Source: an optimization exercise on an open RTL-to-GDS flow (aim: small area). Production flows keep margins and buffers that such runs may drop. Only simulation tests tie the RTL to the original design; equivalence was not proved. Power is estimated from default activity; no workload was simulated.

--- design/flow/run.sh ---
#!/bin/bash
# synth_recipe.tcl (not shown) runs the flow's synth.tcl, then flattens the netlist and writes it again
# the make line also repeats each setting of config.mk as NAME=value (left out here)
make -C /OpenROAD-flow-scripts/flow DESIGN_CONFIG=/design/flow/config.mk WORK_HOME=/design/flow/orfs CLKGATE_MAP_FILE= SYNTH_SCRIPT=/design/flow/synth_recipe.tcl finish
--- design/flow/config.mk ---
export PLATFORM = sky130hd
export DESIGN_NAME = isotp_receive_reassembler
export DESIGN_NICKNAME = isotp_receive_reassembler
export VERILOG_FILES = /design/flow/design.v
export SDC_FILE = /design/flow/constraint.sdc
export NUM_CORES = 4
export LEC_CHECK = 0
export CAP_MARGIN = 20
export CORE_MARGIN = 2
export CORE_UTILIZATION = 40
export SLEW_MARGIN = 20
--- design/flow/constraint.sdc ---
create_clock -name core_clock -period 7.0 [get_ports {clk}]
set_input_delay 1.4000 -clock core_clock [delete_from_list [all_inputs] [get_ports {clk}]]
set_output_delay 1.4000 -clock core_clock [all_outputs]
set_load 0.01 [all_outputs]
--- design/flow/design.v ---
package isotp_rx_pkg;
	localparam logic [1:0] OP_ARM   = 2'd0;
	localparam logic [1:0] OP_FRAME = 2'd1;
	localparam logic [1:0] OP_ABORT = 2'd2;
	localparam logic [1:0] KIND_BYTE  = 2'd0;
	localparam logic [1:0] KIND_FLOW  = 2'd1;
	localparam logic [1:0] KIND_ERROR = 2'd2;
	localparam logic [2:0] ERR_SINGLE = 3'd0;
	localparam logic [2:0] ERR_FIRST  = 3'd1;
	localparam logic [2:0] ERR_SEQ    = 3'd2;
	localparam logic [2:0] ERR_SHORT  = 3'd3;
	localparam logic [2:0] ERR_TYPE   = 3'd4;
endpackage
import isotp_rx_pkg::*;
module isotp_receive_reassembler #(
	parameter int MAX_MESSAGE_BYTES = 64
) (
	input  logic       clk,
	input  logic       arst_n,
	input  logic       in_valid,
	output logic       in_ready,
	input  logic [1:0] op,
	input  logic [3:0] dlc,
	input  logic [7:0] byte_0,
	input  logic [7:0] byte_1,
	input  logic [7:0] byte_2,
	input  logic [7:0] byte_3,
	input  logic [7:0] byte_4,
	input  logic [7:0] byte_5,
	input  logic [7:0] byte_6,
	input  logic [7:0] byte_7,
	output logic       out_valid,
	input  logic       out_ready,
	output logic [1:0] kind,
	output logic [7:0] data_byte,
	output logic [5:0] byte_index,
	output logic [6:0] msg_length,
	output logic [2:0] error_code,
	output logic       last
);
	logic       armed_q;
	logic       multi_q;
	logic       strm_q;
	logic [5:0] w_q;
	logic       ov_q;
	logic [6:0] total_q;
	logic [5:0] rem_q;
	logic [3:0] seq_q;
	logic [1:0] kind_q;
	logic [2:0] code_q;
	logic [7:0] data_q;
	logic [5:0] idx_q;
	logic [7:0] ring [64];
	logic [7:0][7:0] b;
	logic       out_free;
	logic       aligned;
	logic       accept;
	logic [3:0] pci;
	logic [3:0] nib;
	logic [3:0] n;
	logic [11:0] ftot;
	logic [2:0] copy;
	logic       cf_final;
	logic       last_shown;
	logic       emit;
	assign b        = {byte_7, byte_6, byte_5, byte_4, byte_3, byte_2, byte_1, byte_0};
	assign out_free = !ov_q || out_ready;
	assign aligned  = (w_q == 6'd5);
	assign in_ready = !strm_q && aligned && out_free;
	assign accept   = in_valid && in_ready;
	assign pci      = byte_0[7:4];
	assign nib      = byte_0[3:0];
	assign n        = dlc[3] ? 4'd8 : dlc;
	assign ftot     = {nib, byte_1};
	assign copy     = (rem_q[5:3] != 3'd0) ? 3'd7 : rem_q[2:0];
	assign cf_final = (rem_q[5:3] == 3'd0);
	assign last_shown = ((idx_q + 6'd1) == total_q[5:0]);
	assign emit     = strm_q && aligned && out_free && !(ov_q && last_shown);
	logic       wr;         
	logic [2:0] wcnt;       
	logic       start;      
	logic       err;
	logic [2:0] ecode;
	logic       flow;
	always_comb begin
		wr    = 1'b0;
		wcnt  = 3'd7;
		start = 1'b0;
		err   = 1'b0;
		ecode = ERR_TYPE;
		flow  = 1'b0;
		if (op == OP_FRAME && armed_q && dlc != 4'd0) begin
			case (pci)
				4'h0: begin
					if (nib == 4'd0 || nib > 4'd7 || nib >= n) begin
						err   = 1'b1;
						ecode = ERR_SINGLE;
					end else begin
						wr    = 1'b1;
						start = 1'b1;
					end
				end
				4'h1: begin
					if (!dlc[3]) begin
						err = 1'b1;
					end else if (ftot <= 12'd7 || ftot > 12'd64) begin
						err   = 1'b1;
						ecode = ERR_FIRST;
					end else begin
						wr   = 1'b1;
						flow = 1'b1;
					end
				end
				4'h2: begin
					if (!multi_q) begin
						err = 1'b1;
					end else if (nib != seq_q) begin
						err   = 1'b1;
						ecode = ERR_SEQ;
					end else if ({1'b0, copy} >= n) begin
						err   = 1'b1;
						ecode = ERR_SHORT;
					end else begin
						wr    = 1'b1;
						wcnt  = copy;
						start = cf_final;
					end
				end
				default: begin
					err = 1'b1;
				end
			endcase
		end
	end
	always_ff @(posedge clk or negedge arst_n) begin
		if (!arst_n) begin
			armed_q <= 1'b0;
			multi_q <= 1'b0;
			strm_q  <= 1'b0;
			w_q     <= '0;
			ov_q    <= 1'b0;
		end else begin
			if (emit || err && accept) begin
				ov_q <= 1'b1;
			end else if (flow && accept) begin
				ov_q <= 1'b1;
			end else if (out_ready) begin
				ov_q <= 1'b0;
			end
			if (strm_q && ov_q && last_shown && out_ready) begin
				strm_q <= 1'b0;
			end
			if (accept) begin
				case (op)
					OP_ARM: begin
						armed_q <= 1'b1;
						multi_q <= 1'b0;
					end
					OP_ABORT: begin
						armed_q <= 1'b0;
						multi_q <= 1'b0;
					end
					default: begin
					end
				endcase
				if (flow) begin
					multi_q <= 1'b1;
				end
				if (err && ecode == ERR_SEQ) begin
					multi_q <= 1'b0;
				end
				if (start) begin
					armed_q <= 1'b0;
					multi_q <= 1'b0;
					strm_q  <= 1'b1;
				end
			end
			if (accept && wr) begin
				if (start) begin
					w_q <= (pci == 4'h0) ? 6'd6 : (6'd6 + total_q[5:0] - rem_q);
				end else begin
					w_q <= 6'd63;
				end
			end else if (!emit) begin
				w_q <= w_q + 6'd1;
			end
		end
	end
	always_ff @(posedge clk) begin
		if (accept && wr) begin
			if (pci == 4'h0) begin
				total_q <= {3'b0, nib};
			end else if (flow) begin
				total_q <= ftot[6:0];
				rem_q   <= ftot[5:0] - 6'd6;
				seq_q   <= 4'd1;
			end else begin
				rem_q   <= rem_q - 6'd7;
				seq_q   <= seq_q + 4'd1;
			end
		end
	end
	always_ff @(posedge clk) begin
		if (emit) begin
			kind_q <= KIND_BYTE;
			code_q <= 3'd0;
			data_q <= ring[5];
			idx_q  <= idx_q + 6'd1;
		end else if (accept && (err || flow)) begin
			kind_q <= err ? KIND_ERROR : KIND_FLOW;
			code_q <= err ? ecode : 3'd0;
			data_q <= 8'd0;
			idx_q  <= 6'd0;
		end else if (accept && start) begin
			idx_q  <= 6'd63;
		end
	end
	always_ff @(posedge clk) begin
		for (int k = 0; k < 64; k++) begin
			if (k < 7 && accept && wr && k + wcnt >= 7) begin
				ring[k] <= b[(7 - k) % 8];
			end else begin
				ring[k] <= ring[(k + 63) % 64];
			end
		end
	end
	assign out_valid  = ov_q;
	assign kind       = kind_q;
	assign data_byte  = data_q;
	assign byte_index = idx_q;
	assign msg_length = (kind_q == KIND_BYTE) ? total_q : 7'd0;
	assign error_code = code_q;
	assign last       = (kind_q != KIND_BYTE) || last_shown;
endmodule
==> results of run 1 <==
-- layout make-up --
| type | count | area share [%] |
|---|---|---|
| flip-flops and latches | 558 | 65.38 |
| multi-input cells | 320 | 15.41 |
| clock buffers | 58 | 7.435 |
| repair buffers | 105 | 5.917 |
| well taps | 461 | 3.270 |
| clock inverters | 33 | 2.121 |
| inverters | 22 | 0.4682 |
-- report_power, final --
part           switching, mW  internal [mW]  total (mW)
sequential           0.00777           3.21        3.22
clock                   1.14           1.58        2.72
combinational         0.0374         0.0554      0.0928
-- metrics by stage --
| step | setup WS, ns | util, % | instance area, sq um | instances |
|---|---|---|---|---|
| final | 2.487 | 49.71 | 17640 | 1557 |
| after global routing | 2.249 | 49.71 | 17640 | 1557 |
| after CTS | 2.478 | 49.71 | 17640 | 1557 |
| after detailed placement | 1.914 | 44.96 | 15950 | 1466 |
| after global placement | 1.965 | 44.96 | 15950 | 1466 |
| after floorplan | 2.990 | - | 14360 | 907 |
-- worst paths after layout --
path | start | to | slack [ns] | cells past startpoint
worst max register to register | rem_q[4] | ring[0][5] | 2.71 | 14
max in group asynchronous | arst_n | w_q[3] | 5.47 | 1
worst min-delay path | ring[49][3] | ring[50][3] | 0.32 | 0
worst max-delay path | dlc[3] | ring[0][5] | 2.49 | 14
worst min register to register | ring[49][3] | ring[50][3] | 0.32 | 0
min in group asynchronous | arst_n | armed_q | 1.18 | 1
-- flip-flops by register name (all words and copies together), names as in the netlist --
name	flops
armed_q	1
code_q	3
data_q	8
idx_q	6
kind_q	2
multi_q	1
ov_q	1
rem_q	6
ring	512
seq_q	4
strm_q	1
total_q	7
w_q	6
-- synthesized netlist by cell type (4+ instances only) --
cell | instances | share of area (%)
nand3_1 | 9 | 0.31
clkbuf_1 | 5 | 0.13
dfxtp_1 | 517 | 72
mux2_1 | 8 | 0.63
a21o_1 | 5 | 0.26
ha_1 | 25 | 2.2
mux2_2 | 9 | 0.71
a21oi_1 | 15 | 0.52
nor2_1 | 17 | 0.44
inv_1 | 22 | 0.58
nand2_1 | 36 | 0.94
dfrtp_1 | 10 | 1.7
xnor2_1 | 16 | 0.98
nor2b_1 | 4 | 0.17
a211oi_1 | 5 | 0.26
nor3_1 | 17 | 0.59
mux2_4 | 40 | 4.2
o21ai_0 | 15 | 0.52
edfxtp_1 | 31 | 6.5
nand2b_1 | 7 | 0.30
nand4_1 | 4 | 0.17
and3_1 | 8 | 0.35
and2_1 | 18 | 0.78
xor2_1 | 14 | 0.85
-- per-layer routing --
layer | share of wire, % | GRT usage, % | vias up
li1 | - | - | 3314
met3 | 6.9 | 3.469 | 37
met5 | 0 | 0 | -
met4 | 2.0 | 4.071 | 0
met1 | 51 | 18.55 | 3156
met2 | 40 | 16.90 | 167
-- kinds of logic (layout without fill, tap and decap cells) --
group / count (synthesis) / count (layout) / share of synthesized area, %
flops: 558 / 558 / 80.30
buf+inv: 29 / 218 / 0.8190
fa+ha+maj: 26 / 26 / 2.318
xor+xnor: 33 / 33 / 2.300
simple gates: 144 / 144 / 5.724
mux: 60 / 60 / 5.725
compound gates: 57 / 57 / 2.814
-- worst max-delay path, cell delays in order --
cell,delay (ns)
clkdlybuf4s50_1,0.53
inv_1,0.18
nand2_1,0.11
ha_1,0.32
a21o_1,0.18
a31oi_1,0.23
o21a_1,0.20
nand4_1,0.14
or2_2,0.36
ha_1,0.29
a21oi_1,0.15
nor2b_1,0.09
o21ai_4,0.43
mux2_4,0.35
==> impl_metrics.tcl, run 1 <==
set metrics [dict create \
    critical_path_class "primary input to flip-flop" \
    ios 103 \
    netlist_instances 907 \
    ys_ff_latch 558 \
    clkSinkCount 558 \
    ant_nets 0 \
    synth_cell_types 59 \
    num_rows 69 \
    final_nets 1156 \
    cp_max_fo 8 \
    drt_pass1_iterations 4 \
    ys_async_sr_fraction_pct 1.792 \
    tightest_slew_ns 0.8128 \
    grt_overflow 0 \
    area_delta_synth_final_pct 22.82 \
    avgSynthCellArea_sq_um 15.83 \
    gp_congestion 0.8189 \
    finalSetupViolations 0 \
    grt_pass1_wl_um 36380 \
    syn_area_sq_um 14360 \
    grt_max_degree 21 \
    h-tree-depth 2 \
    run_status "timing/DRC/antenna clean" \
    root_buffer "clkbuf_16" \
    finalMaxSlewViolations 0 \
    initialDrtViolationCount 295 \
    layout_common_cells "dfxtp_1, clkdlybuf4s50_1, clkbuf_16, mux2_4, nand2_1" \
    cts_buffers 49 \
    rsz0062_at_grt "false" \
    total_power_mw 6.033 \
    cts_resized 0 \
    drc_errors 0 \
    skew_ns 0.01471 \
    ys.flop_type "dfxtp_1" \
    antenna_found_initial 1 \
    fillers 2997 \
    core_sq_um 35480 \
    max-slew-margin-rel_pct 45.61 \
    power_density_nw_per_um2 342.0 \
    tritoncts "yes" \
    critPathLaunchType "primary input" \
    worst_hold_slack_ns 0.3223 \
    via_per_inst 4.286 \
    maxCapViolations 0 \
    synth-edff-count 31 \
    wire_per_inst_um 14.73 \
    leakage_nw 7.229 \
    hold_path.class "flip-flop to flip-flop" \
    clkLatencyLatePin_ns 0.55 \
    hpwl_um 14750 \
    ctsHoldBuffers 0 \
    finalHoldViolCount 0 \
    synth-seq-area-share_pct 80.30 \
    register_area_sq_um 11530 \
    initial_utilization_pct 40.47 \
    critPathArrivalTime_ns 4.94 \
    synthesis.nets 1007 \
    multi_input_area_sq_um 2718 \
    num_vias 6674 \
    wirelength_um 22930 \
    finalSetupTns_ns 0 \
    irDropWorstVdd_uv 289.0 \
    drive_gt1_share_pct 14.60 \
    grt_pass1_vias 6631 \
    port_buffers 102 \
    clock_path_buffers 3 \
    dieArea_sq_um 37430 \
    min_period_ns 4.513 \
    post_cts_buffers 0 \
    track_usage_pct 12.32 \
    die_w_um 193.5 \
    clk_pin_slew_ns 0.06 \
    max_clock_freq_ghz 0.2216 \
    layout_commonest_cell "dfxtp_1" \
    crit_path_end_kind "flip-flop" \
    antenna_cells 0 \
    fin_crit_sh_pct 64.47 \
    crit_required_ns 7.43 \
    chipHeight_um 193.5 \
    yosys_warnings 51 \
]
==> inputs of run 2 (changes only) <==
--- a/design/flow/config.mk
+++ b/design/flow/config.mk
@@ -8,4 +8,5 @@
 export CAP_MARGIN = 20
 export CORE_MARGIN = 2
 export CORE_UTILIZATION = 40
+export CTS_BUF_LIST = sky130_fd_sc_hd__clkbuf_2 sky130_fd_sc_hd__clkbuf_4 sky130_fd_sc_hd__clkbuf_8
 export SLEW_MARGIN = 20
==> run 2 against run 1 <==
  * Area after synthesis is the same
  * Combinational power is essentially flat
  * Sequential power barely moved
  * Largest power group unchanged
  * Maximum frequency grew 0.72%
  * Die area unchanged
  * Non-clock buffer count unchanged
  * Register-to-register slack about the same
  * Synthesized cell count unchanged
  * Still clean on timing, DRC and antenna
  * Via count grew 3.0%
  * Sequential share of layout area decreased by 0.59 points
  * Setup slack improved by 0.032 ns
  * Hold slack worse by 0.018 ns
==> impl_metrics.tcl, run 2 <==
set metrics [dict create \
    cpPeakStageDelay_ns 0.53 \
    synth_cell_types 59 \
    ios 103 \
    cts_resized 0 \
    fillers 3014 \
    critPathLaunchType "primary input" \
    fin_crit_sh_pct 64.01 \
    wirelength_um 23490 \
    h-tree-depth 3 \
    via_per_inst 4.254 \
    hpwl_um 14750 \
    chipHeight_um 193.5 \
    yosys_warnings 51 \
    cp_max_fo 8 \
    initialDrtViolationCount 254 \
    sw_frac_of_total_pct 20.02 \
    drt_pass1_iterations 4 \
    clkSinkCount 558 \
    tightest_slew_ns 0.8122 \
    avgSynthCellArea_sq_um 15.83 \
    max-slew-margin-rel_pct 45.65 \
    p_seq_share_pct 52.8 \
    run_status "timing/DRC/antenna clean" \
    min_to "ring[17][3]" \
    hp-start "ring[16][3]" \
    skew_ns 0.02822 \
    crit_top_cell "ha_1" \
    reg2reg_from "rem_q[4]" \
    largest_reg_flops 512 \
    ys_ff_latch 558 \
    clk_pin_slew_ns 0.06 \
    grt_max_degree 21 \
    p_int_mw 4.879 \
    critical_path_class "primary input to flip-flop" \
    reg2reg_depth 14 \
    ys.flop_type "dfxtp_1" \
    num_vias 6871 \
    num_rows 69 \
    clock_path_buffers 3 \
    wire_per_inst_um 14.54 \
    root_buffer "clkbuf_8" \
    ant_nets 0 \
    synth.most_common_cell "dfxtp_1" \
    dieArea_sq_um 37430 \
    tritoncts "yes" \
    leakage_nw 7.390 \
    power_density_nw_per_um2 342.7 \
    drc_errors 0 \
    post_cts_buffers 0 \
    final_nets 1189 \
    crit_path_end_kind "flip-flop" \
    finalHoldViolCount 0 \
    synthTopCellsByArea "dfxtp_1, edfxtp_1, mux2_4" \
    rsz0062_at_grt "false" \
    critPathArrivalTime_ns 4.96 \
    layout_common_cells "dfxtp_1, clkbuf_8, clkdlybuf4s50_1, mux2_4, nand2_1" \
    r2r-end "ring[0][3]" \
    ff2ff_setup_slack_ns 2.71 \
    die_w_um 193.5 \
    layout_commonest_cell "dfxtp_1" \
    initial_utilization_pct 40.47 \
    biggestRegsByFlops "ring: 512 flops, data_q: 8 flops, total_q: 7 flops" \
    area_delta_synth_final_pct 23.94 \
    clkLatencyLatePin_ns 0.61 \
    synth-edff-count 31 \
    grt_overflow 0 \
    grt_pass1_vias 7045 \
    antenna_found_initial 1 \
    combinationalPowerShare_pct 1.5 \
    port_buffers 102 \
    top_register "ring" \
    antenna_cells 0 \
    track_usage_pct 12.80 \
    irDropWorstVdd_uv 184.0 \
    gp_congestion 0.8189 \
    netlist_instances 907 \
    syn_area_sq_um 14360 \
    synth-seq-area-share_pct 80.30 \
    hold_path.class "flip-flop to flip-flop" \
    worstPathCellList "clkdlybuf4s50_1, inv_1, nand2_1, ha_1, a21o_1, a31oi_1, o21a_1, nand4_1, or2_2, ha_1, a21oi_1, nor2b_1, o21ai_4, mux2_4" \
    drive_gt1_share_pct 19.50 \
    crit_slowest_cell "clkdlybuf4s50_1" \
    synth_top_area_share_pct 72.07 \
    synthesis.nets 1007 \
    crit_required_ns 7.48 \
    max_clock_freq_ghz 0.2232 \
    finalSetupTns_ns 0 \
    grt_pass1_wl_um 37600 \
    synth_top_cell_by_area "dfxtp_1" \
    maxCapViolations 0 \
    ctsHoldBuffers 0 \
    finish.utilization_pct 50.16 \
    power_frac_clock_pct 45.7 \
    cts_buffers 82 \
    core_sq_um 35480 \
    finalSetupViolations 0 \
    min_path_cells 0 \
    netSwitchingPower_mw 1.221 \
    synthTopCellsByCount "dfxtp_1, mux2_4, nand2_1" \
    min_period_ns 4.481 \
    finalMaxSlewViolations 0 \
    ys_async_sr_fraction_pct 1.792 \
]
-- run 2: cell counts after synthesis --
No cell type changed its count.
-- run 2: worst max path at each step --
stage / from / end / depth (start not counted)
after floorplan: dlc[3] / ring[0][0] / 13
after global placement: dlc[3] / ring[0][1] / 14
after detailed placement: dlc[3] / ring[0][3] / 14
after CTS: dlc[3] / ring[0][3] / 14
after global routing: dlc[3] / ring[0][5] / 14
final: dlc[3] / ring[0][3] / 14
-- run 2: area by class of cell --
| type | instances | area, sq um | share of cell area (%) |
|---|---|---|---|
| clock inverters | 23 | 255.2 | 1.434 |
| repair buffers | 105 | 1044 | 5.863 |
| flip-flops and latches | 558 | 11530 | 64.79 |
| inverters | 22 | 82.58 | 0.4640 |
| multi-input cells | 320 | 2718 | 15.27 |
| well taps | 461 | 576.8 | 3.241 |
| clock buffers | 126 | 1590 | 8.936 |
-- run 2: worst max-delay path: cells and delay by family --
kind                       cells  cell delay [ns]
AOI/OAI and AO/OA              5             1.21
buffers and inverters          2             0.70
and+or+nand+nor                4             0.70
adders and majority gates      2             0.61
muxes                          1             0.34
-- run 2: layer usage --
metal	wire length (um)	global-route usage, %	vias to the layer above	part of all wire, %
met3	1168	3.713	45	5.0
met1	12270	18.85	3254	52
li1	-	-	3404	-
met2	9577	17.09	168	41
met4	471	6.107	0	2.0
met5	0	0	-	0
-- run 2: power groups by stage --
stage          sequential (mW)  clock, mW  combinational, mW
3_3_place_gp              3.29          0             0.0924
2_1_floorplan             3.29          0             0.0326
3_5_place_dp              3.29          0             0.0932
4_1_cts                   3.22       2.89             0.0941
5_1_grt                   3.22       3.03              0.101
6_report                  3.22       2.79             0.0928
-- run 2: cells by family (layout without fill, tap and decap cells) --
| family | after synthesis | count (layout) | share of synthesized area [%] |
|---|---|---|---|
| DFF | 558 | 558 | 80.30 |
| and+or+nand+nor | 144 | 144 | 5.724 |
| muxes | 60 | 60 | 5.725 |
| AOI/OAI and AO/OA | 57 | 57 | 2.814 |
| xor gates and xnor gates | 33 | 33 | 2.300 |
| buffers and inverters | 29 | 276 | 0.8190 |
| adders and majority gates | 26 | 26 | 2.318 |
-- run 2: through the flow --
step	instance area, sq um	hold slack, ns	worst slack [ns]	total power, mW	std cells
4_1_cts	17800	0.2990	2.543	6.197	1615
3_5_place_dp	15950	0.3121	1.914	3.380	1466
3_3_place_gp	15950	0.3105	1.965	3.379	1466
2_1_floorplan	14360	0.3096	2.990	3.318	907
6_report	17800	0.3047	2.519	6.100	1615
5_1_grt	17800	0.3114	2.310	6.350	1615

## port drivers added, routing unchanged
No port has a modelled driver above. Below, the same layouts with a new extraction and two added sets of constraints. Step 1 (the two cells are an assumption about what drives the block):
set clk [get_ports {clk}]
set_driving_cell -lib_cell sky130_fd_sc_hd__clkbuf_16 $clk
set_driving_cell -lib_cell sky130_fd_sc_hd__buf_2 [delete_from_list [all_inputs] $clk]
Step 2 adds t to the input delays and takes it off the output delays; t is the mean of the earliest and latest rising clock arrival at the registers after step 1. Input paths then give back, and output paths get back, about the clock's delay inside the block. Three values: ideal, step 1, step 2; two values: the first two.
| run | shift t [ns] | setup slack, ns | hold slack, ns | slew at the worst register clock pin (ns) |
|---|---|---|---|---|
| run 1 | 0.595 | 2.487 / 2.510 / 1.915 | 0.322 / 0.322 / 0.322 | 0.07 / 0.07 |
| run 2 | 0.637 | 2.519 / 2.537 / 1.900 | 0.305 / 0.305 / 0.305 | 0.07 / 0.07 |
After both steps setup and hold are still met in every run listed. The setup slack of run 2, which loses most, moves by +0.018 ns with the drivers and by -0.619 ns with both steps.
